This is an optimization exercise on Yosys and OpenROAD, whose aim is a short achievable clock period and few clock cycles, not a production implementation.
The RTL was checked by simulation tests, not by an equivalence proof against the original design.
Power figures rest on the tool's default switching activity, not on a simulated workload.

## v6
==> flow/design.v (excerpt) <==
module ordered_record_list #(
  parameter int DEPTH = 16
) (
  input  logic        clk,
  input  logic        rst,
  input  logic        start,
  input  logic [55:0] item,
  output logic        busy,
  output logic        result_valid,
  output logic [60:0] result
);
For scale: ~5200 cells after synthesis, ~1400 flip-flops, ~120 I/O pins, ~0.065 sq mm of cells after synthesis.
clock: 5.0 ns
lec_check: 0
abc_clock_period_in_ps: 1200
cap_margin: 20
core_margin: 2
core_utilization: 50
cts_cluster_diameter: 80
cts_cluster_size: 22
setup_slack_margin: 2.9
slew_margin: 20
standard.sh (not shown) runs the stock make flow with config.mk's settings and CLKGATE_MAP_FILE= SYNTH_SCRIPT=/design/flow/synth_recipe.tcl, a recipe that flattens the netlist after the stock synthesis.
==> flow/flow/run.sh <==
#!/bin/bash
# The standard layout (standard.sh: the standard flow's synthesis and ORFS flow), with the
# port buffers that ORFS inserts at placement made plain buffers
# (sky130_fd_sc_hd__buf_4) instead of the delay buffers it picks by itself.
# Each tool's full output is in its own ORFS log under orfs/logs/; the make
# output is in make_finish.log here.
set -euo pipefail
export BUFFER_PORTS_ARGS="-buffer_cell sky130_fd_sc_hd__buf_4"
bash standard.sh finish > make_finish.log 2>&1
v6 finished every stage and its layout cleared the timing, design-rule and antenna checks.
Testbench counts of v6, summed over its fixed seeds: cycles 7,310.
Input changes introduced in v7 (baseline for comparison: v6):
--- a/flow/design.v
+++ b/flow/design.v
@@ -79,17 +79,13 @@
   logic          p_eqb;      
   logic          p_app;
   logic          p_clr;
   logic          p_kth;
   logic          p_mid;
   logic          p_view;
-  logic [15:0]   p_mr;       
-  logic          p_eqa;      
-  logic [15:0]   p_ashift;   
-  logic [15:0]   p_awr;
-  logic          p_aclr;
+  logic [15:0]   p_m;        
   logic [15:0]   p_ks0;      
   logic [15:0]   p_ks1;      
   logic [15:0]   p_ks2;      
   logic        st;           
   logic [15:0] vptr;
   logic [3:0]  rem;          
@@ -170,12 +166,13 @@
   logic          acc;        
   logic          ld;         
   logic [16:0]   ohq;        
   logic [15:0]   mr;
   logic          eq_x;
   logic          eq_p;
+  logic [15:0]   m0;
   logic          nbusy;      
   logic [15:0]   ks_m2;
   logic [15:0]   ks_m1;
   logic [15:0]   ks_00;
   logic [15:0]   ks_p1;
   logic [15:0]   ks_p2;
@@ -211,30 +208,29 @@
       ks_n2 = ks_p2;
     end else begin
       ks_n0 = ks_m1;
       ks_n1 = ks_00;
       ks_n2 = ks_p1;
     end
+    for (int i = 0; i < 16; i++) begin
+      if (!xc_nclr) m0[i] = 1'b0;
+      else if (!xc_nshift[i]) m0[i] = (i < 15) ? mr[(i + 1) % 16] : 1'b0;
+      else m0[i] = mr[i] | (!xc_nwr[i] & eq_x);
+    end
   end
-  logic [15:0]   m0;
   logic [15:0]   m2;
   logic [15:0]   pf2;        
   logic [15:0]   f2;         
   logic [15:0]   ks;
   logic [15:0]   ms;
   orl_pkg::ex_t  mv;
   always_comb begin
     for (int i = 0; i < 16; i++) begin
-      if (p_aclr) m0[i] = 1'b0;
-      else if (p_ashift[i]) m0[i] = (i < 15) ? p_mr[(i + 1) % 16] : 1'b0;
-      else m0[i] = p_mr[i] | (p_awr[i] & p_eqa);
-    end
-    for (int i = 0; i < 16; i++) begin
       if (!p_del || !xc_nclr) m2[i] = 1'b0;
-      else if (!xc_nshift[i]) m2[i] = (i < 15) ? m0[(i + 1) % 16] : 1'b0;
-      else m2[i] = m0[i] | (!xc_nwr[i] & p_eqb);
+      else if (!xc_nshift[i]) m2[i] = (i < 15) ? p_m[(i + 1) % 16] : 1'b0;
+      else m2[i] = p_m[i] | (!xc_nwr[i] & p_eqb);
     end
     pf2[0] = m2[0];
     for (int i = 1; i < 16; i++) pf2[i] = pf2[i-1] | m2[i];
     f2[0] = m2[0];
     for (int i = 1; i < 16; i++) f2[i] = m2[i] & ~pf2[i-1];
     if (!xc_nclr) ks = '0;
@@ -366,17 +362,13 @@
       p_eqb  <= eq_p;
       p_app  <= (in_cmd == orl_pkg::CMD_APPEND);
       p_clr  <= (in_cmd == orl_pkg::CMD_CLEAR);
       p_kth  <= (in_cmd == orl_pkg::CMD_KTH);
       p_mid  <= (in_cmd == orl_pkg::CMD_MIDDLE);
       p_view <= (in_cmd == orl_pkg::CMD_VIEW);
-      p_mr     <= mr;
-      p_eqa    <= eq_x;
-      p_ashift <= ~xc_nshift;
-      p_awr    <= ~xc_nwr;
-      p_aclr   <= ~xc_nclr;
+      p_m    <= m0;
       p_ks0  <= ks_n0;
       p_ks1  <= ks_n1;
       p_ks2  <= ks_n2;
     end
     x.key  <= x_n.key;
     x.hgt  <= x_n.hgt;
v7 against v6: vias per cell +about 0.5%; cell area after synthesis -about 1.6%; via count -about 0.5%; post-route fraction of the period consumed by the critical path -4.5 points; via count of the first global-routing pass -1.9%. Compared v7 vs v6, and required time reported for the critical path endpoint is down in v7. v6 -> v7: reported sequential group power decreased by a few percent. In the reports for v6 and v7, the larger simple-gate share of the synthesized area belongs to v7. v7 vs. v6: HPWL after detailed placement has increased; power share of the combinational group has remained practically unchanged. ~same number of hold-slack violations in the final timing report in v6 and v7. Across both runs, portion of the layout cell area used by non-clock buffers was higher for v7 than for v6. | post-CTS clock slew at the launch and capture registers of the worst setup and hold paths | v6 vs v7 | ≈ equal |. In v7, maximum frequency from static timing analysis is higher than in v6.
Testbench counts of v7, summed over its fixed seeds: cycles 7,310.

## port drivers added, routing unchanged
In the flow no input, the clock included, has a driving cell. The finished layouts below were timed again as built, in two steps. Step 1 (the two cells are an assumption about what drives the block):
set clk [get_ports {clk}]
set_driving_cell -lib_cell sky130_fd_sc_hd__clkbuf_16 $clk
set_driving_cell -lib_cell sky130_fd_sc_hd__buf_2 [delete_from_list [all_inputs] $clk]
Step 2 moves the port delays by t, midway between the first and last clock arrival at a register: inputs arrive t later, outputs are due t later. That takes back most of the time a late clock gives input paths. Three values: ideal, step 1, step 2; two values: the first two.
| run | t (ns) | setup WS [ns] | latest minus earliest clock arrival (ns) | worst slew at a driven data input, ns |
|---|---|---|---|---|
| v6 | 0.838 | 2.291 / 2.291 / 2.230 | 0.073 / 0.074 | 0.07 |
| v7 | 0.824 | 2.516 / 2.516 / 2.235 | 0.056 / 0.056 | 0.04 |
After both steps setup and hold are still met in every run listed. The setup slack of v7, which loses most, moves by 0.000 ns with the drivers and by -0.281 ns with both steps.
